Context: an optimization exercise on an open-source flow, tuned for small area and a short achievable clock period. The choices shown serve that exercise and are no tape-out recipe. Function was checked by simulation only, so behaviour that the tests miss may differ from the original. No activity file was given, so power comes from the tool's default toggle rates.

Setup of build 35:
Design inst_trace_buf, start of the top module:
module inst_trace_buf #(
  parameter int DEPTH = 64,
  parameter int PCW   = 30,
  parameter int WRAP  = 0
) (
  input  logic                     clk,
  input  logic                     rst_n,
  input  logic                     ic_stall,
  input  logic                     ic_stall_dly,
  input  logic                     stall,
  input  logic                     stall_ld,
  input  logic                     jmp_cond,
  input  logic                     post_jump_cmd_c,
  input  logic [PCW-1:0]           pc_id,
  input  logic [31:0]              inst_id,
  input  logic                     trace_en,
  input  logic                     trig_en,
  input  logic [PCW-1:0]           trig_pc,
  input  logic                     clear,
  input  logic                     rd_ready,
  output logic                     rd_valid,
  output logic [PCW+1:0]           rd_pc,
  output logic [31:0]              rd_inst,
  output logic [$clog2(DEPTH):0]   count,
  output logic                     full,
  output logic                     overflow,
  output logic                     triggered
);
Size: ~4100 flip-flops, ~180 I/O pins, roughly 150000 um2 of cells after synthesis.
clock: 5.5 ns
lec_check: 0
cap_margin: 20
core_margin: 2
core_utilization: 62
cts_cluster_diameter: 100
cts_cluster_size: 25
hold_slack_margin: 0.05
setup_slack_margin: 2.85
slew_margin: 20
tns_end_percent: 20
run.sh (not shown) runs the stock make flow with config.mk's settings and CLKGATE_MAP_FILE= SYNTH_SCRIPT=/design/flow/synth_recipe.tcl, a recipe that flattens the netlist after the stock synthesis.
Relative to build 35, the following input files were edited for build 98:
- CORE_UTILIZATION: 62 -> 55
- TNS_END_PERCENT: 20 -> 100
- SETUP_SLACK_MARGIN: 2.85 -> 2.95
- CAP_MARGIN: 20 -> 10
- HOLD_SLACK_MARGIN: 0.05 -> 0.1
- SLEW_MARGIN: 20 -> 10
==> flow/flow/run.sh (new file) <==
#!/bin/bash
set -euo pipefail
bash standard.sh 'BUFFER_PORTS_ARGS=-buffer_cell sky130_fd_sc_hd__buf_4' finish > flow_make.log 2>&1
==> flow/standard.sh (new file) <==
#!/bin/bash
# synth_recipe.tcl (not shown) runs the flow's synth.tcl, then flattens the netlist and writes it again
# the make line also repeats each setting of config.mk as NAME=value (left out here)
make -C /OpenROAD-flow-scripts/flow DESIGN_CONFIG=/design/flow/config.mk WORK_HOME=/design/flow/orfs CLKGATE_MAP_FILE= SYNTH_SCRIPT=/design/flow/synth_recipe.tcl "${@:-finish}"
removed: flow/run.sh
==> comparison <==
Completing all stages was not enough for build 98: its layout failed the final checks because of capacitance limit, slew limit.
Build 98 vs. build 35: wire length on met1 went up, global routing usage on met1 went down, worst setup slack before clock tree synthesis went down, proportion of power drawn by combinational gates did not really move, worst setup slack went up.
Build 98 reports a lower global-route usage than build 35 does.
Share of post-route cells with drive strength above 1 on build 98 is up relative to build 35.
Relative slew slack on build 98 is down relative to build 35.
Build 35 reports its startpoint-to-endpoint class of the critical path as input port to flip-flop while build 98 reports flip-flop to flip-flop.
The core outline area of build 98 exceeds that of build 35 by 13%.
Delta (build 98 minus build 35): area of all placed cells without fillers now sits higher, total of buffers placed on input and output ports now sits at about the same level.
Modified inputs, build 27 compared to build 98
- TNS_END_PERCENT: 100 -> 20
- CORE_UTILIZATION: 55 -> 62
- SETUP_SLACK_MARGIN: 2.95 -> 2.85
- HOLD_SLACK_MARGIN: 0.1 -> 0.05
==> flow/run.sh (new file) <==
#!/bin/bash
# synth_recipe.tcl (not shown) runs the flow's synth.tcl, then flattens the netlist and writes it again
# the make line also repeats each setting of config.mk as NAME=value (left out here)
make -C /OpenROAD-flow-scripts/flow DESIGN_CONFIG=/design/flow/config.mk WORK_HOME=/design/flow/orfs CLKGATE_MAP_FILE= SYNTH_SCRIPT=/design/flow/synth_recipe.tcl finish
removed: flow/flow/run.sh
removed: flow/standard.sh
## What came out
- Build 27: done, clean on timing, DRC and antenna
- The final reports for build 27 and build 98 show critical path data required time higher in the former.
- Build 27 ended up with pc_id[15] as its start point of the critical path; build 98 ended up with wr_lo[3].
- When build 27 is set beside build 98, its number of clock buffers in the layout turns out to be 17 larger.
- Comparing build 98 and build 27, the lower worst hold slack was measured on build 27.
- The run with more setup slack is build 98; build 27 has less.
Changes in build 14 relative to build 27:
- SETUP_SLACK_MARGIN now 2.95, was 2.85
- HOLD_SLACK_MARGIN no longer set, was 0.05
- TNS_END_PERCENT now 100, was 20
- CAP_MARGIN now 20, was 10
- SLEW_MARGIN now 20, was 10
- CORE_UTILIZATION now 45, was 62
==> flow/flow/run.sh (new file) <==
#!/bin/bash
set -euo pipefail
bash standard.sh 'BUFFER_PORTS_ARGS=-buffer_cell sky130_fd_sc_hd__buf_4' finish > flow_make.log 2>&1
==> flow/standard.sh (new file) <==
#!/bin/bash
# synth_recipe.tcl (not shown) runs the flow's synth.tcl, then flattens the netlist and writes it again
# the make line also repeats each setting of config.mk as NAME=value (left out here)
make -C /OpenROAD-flow-scripts/flow DESIGN_CONFIG=/design/flow/config.mk WORK_HOME=/design/flow/orfs CLKGATE_MAP_FILE= SYNTH_SCRIPT=/design/flow/synth_recipe.tcl "${@:-finish}"
removed: flow/run.sh
## What came out
As of build 14, switching power total had risen by a few percent compared to build 27. Chip width: build 14 vs build 27 up 85 um. Delta (build 14 minus build 27): non-clock buffer count shows an increase of 117, final standard cell utilization of the core shows a reduction of 18 points, via count shows an increase of 2504, power shows an increase of 0.93%. In build 14, the routed wire length came out about 7% above the value in build 27. Final checks on build 14, whose flow otherwise completed, came back failing, citing hold timing. Build 27 | status: complete | timing, DRC, antenna: pass.
Edits applied to the flow inputs when going from build 14 to build 38:
- changing SLEW_MARGIN from 20 to 10
- changing CAP_MARGIN from 20 to 10
- changing CORE_UTILIZATION from 45 to 55
- changing TNS_END_PERCENT from 100 to 20
- changing SETUP_SLACK_MARGIN from 2.95 to 2.85
==> flow/run.sh (new file) <==
#!/bin/bash
# synth_recipe.tcl (not shown) runs the flow's synth.tcl, then flattens the netlist and writes it again
# the make line also repeats each setting of config.mk as NAME=value (left out here)
make -C /OpenROAD-flow-scripts/flow DESIGN_CONFIG=/design/flow/config.mk WORK_HOME=/design/flow/orfs CLKGATE_MAP_FILE= SYNTH_SCRIPT=/design/flow/synth_recipe.tcl finish
removed: flow/flow/run.sh
removed: flow/standard.sh
Notes after the runs:
Build 38 finished all stages; the layout is clean.
Build 38 vs build 14, critical-path cell with the highest stage delay: sky130_fd_sc_hd__and2_4 vs sky130_fd_sc_hd__dfrtp_1
Slew at the pin closest to its max-slew limit sits higher in build 38 than in build 14.
Build 38 reports a higher post-layout utilization of the core than build 14 does.
Post-cts gate resize count (lower): build 14
In the tables for build 14 and build 38, final setup slack of the worst path reads lower with build 14.
Changes observed in build 38 relative to build 14: first-pass GRT wire length now smaller; worst slew margin relative to its limit decreased 5.1 points; final clock period utilization by the worst path now sits lower.
For build 40, these inputs were changed with respect to build 38:
- swapping 55 for 45 in CORE_UTILIZATION
- swapping 10 for 20 in SLEW_MARGIN
- swapping 10 for 20 in CAP_MARGIN
==> flow/flow/run.sh (new file) <==
#!/bin/bash
set -euo pipefail
bash standard.sh 'BUFFER_PORTS_ARGS=-buffer_cell sky130_fd_sc_hd__buf_4' finish > flow_make.log 2>&1
==> flow/standard.sh (new file) <==
#!/bin/bash
# synth_recipe.tcl (not shown) runs the flow's synth.tcl, then flattens the netlist and writes it again
# the make line also repeats each setting of config.mk as NAME=value (left out here)
make -C /OpenROAD-flow-scripts/flow DESIGN_CONFIG=/design/flow/config.mk WORK_HOME=/design/flow/orfs CLKGATE_MAP_FILE= SYNTH_SCRIPT=/design/flow/synth_recipe.tcl "${@:-finish}"
removed: flow/run.sh
Notes after the runs:
NOTE routed metal-1 wire length build 38->build 40 increased by a few percent. Timing-limited maximum frequency came out higher on build 40 than on build 38. [compare] base=build 38 new=build 40: count of plain and timing-repair buffers in the layout flat; data required time at the worst endpoint comparable; clock share of power +0.3 points; total number of sequential cells about even. Build 38 -> build 40: number of multi-input logic gates flat. Re met3 capacity usage during global routing: build 40 is 1.2 points down on build 38. Measured against each other, build 40 and build 38 differ in slack of the critical path, the lower figure coming from build 38.

## port drivers added, routing unchanged
The flow's constraints put no driver on any port. The routed layouts listed below were extracted and timed again, unchanged, in two steps.
Step 1 assumes that a clkbuf_16 drives the clock port and a buf_2 every other input.
Step 2 adds t to the input delays and takes it off the output delays; t is the mean of the earliest and latest rising clock arrival at the registers after step 1. Input paths then give back, and output paths get back, about the clock's delay inside the block.
Three values: ideal ports, drivers, drivers and shift; two values: the first two.
run | t, ns | setup WS [ns] | worst hold slack (ns) | worst setup path at the end
build 35 | 1.011 | 2.434 / 2.477 / 1.466 | 0.235 / 0.144 / 0.490 | input to register
build 98 | 1.026 | 2.631 / 2.631 / 1.634 | 0.301 / 0.231 / 0.485 | input to register
build 27 | 1.010 | 2.433 / 2.474 / 1.464 | 0.232 / 0.145 / 0.492 | input to register
build 14 | 1.090 | 2.506 / 2.506 / 1.790 | -0.029 / -0.080 / 0.495 | input to register
build 38 | 1.023 | 2.579 / 2.579 / 1.709 | 0.285 / 0.228 / 0.493 | input to register
build 40 | 1.066 | 2.602 / 2.583 / 1.703 | 0.192 / 0.116 / 0.491 | input to register
The setup slack of build 98, which loses most, moves by 0.000 ns with the drivers and by -0.997 ns with both steps.
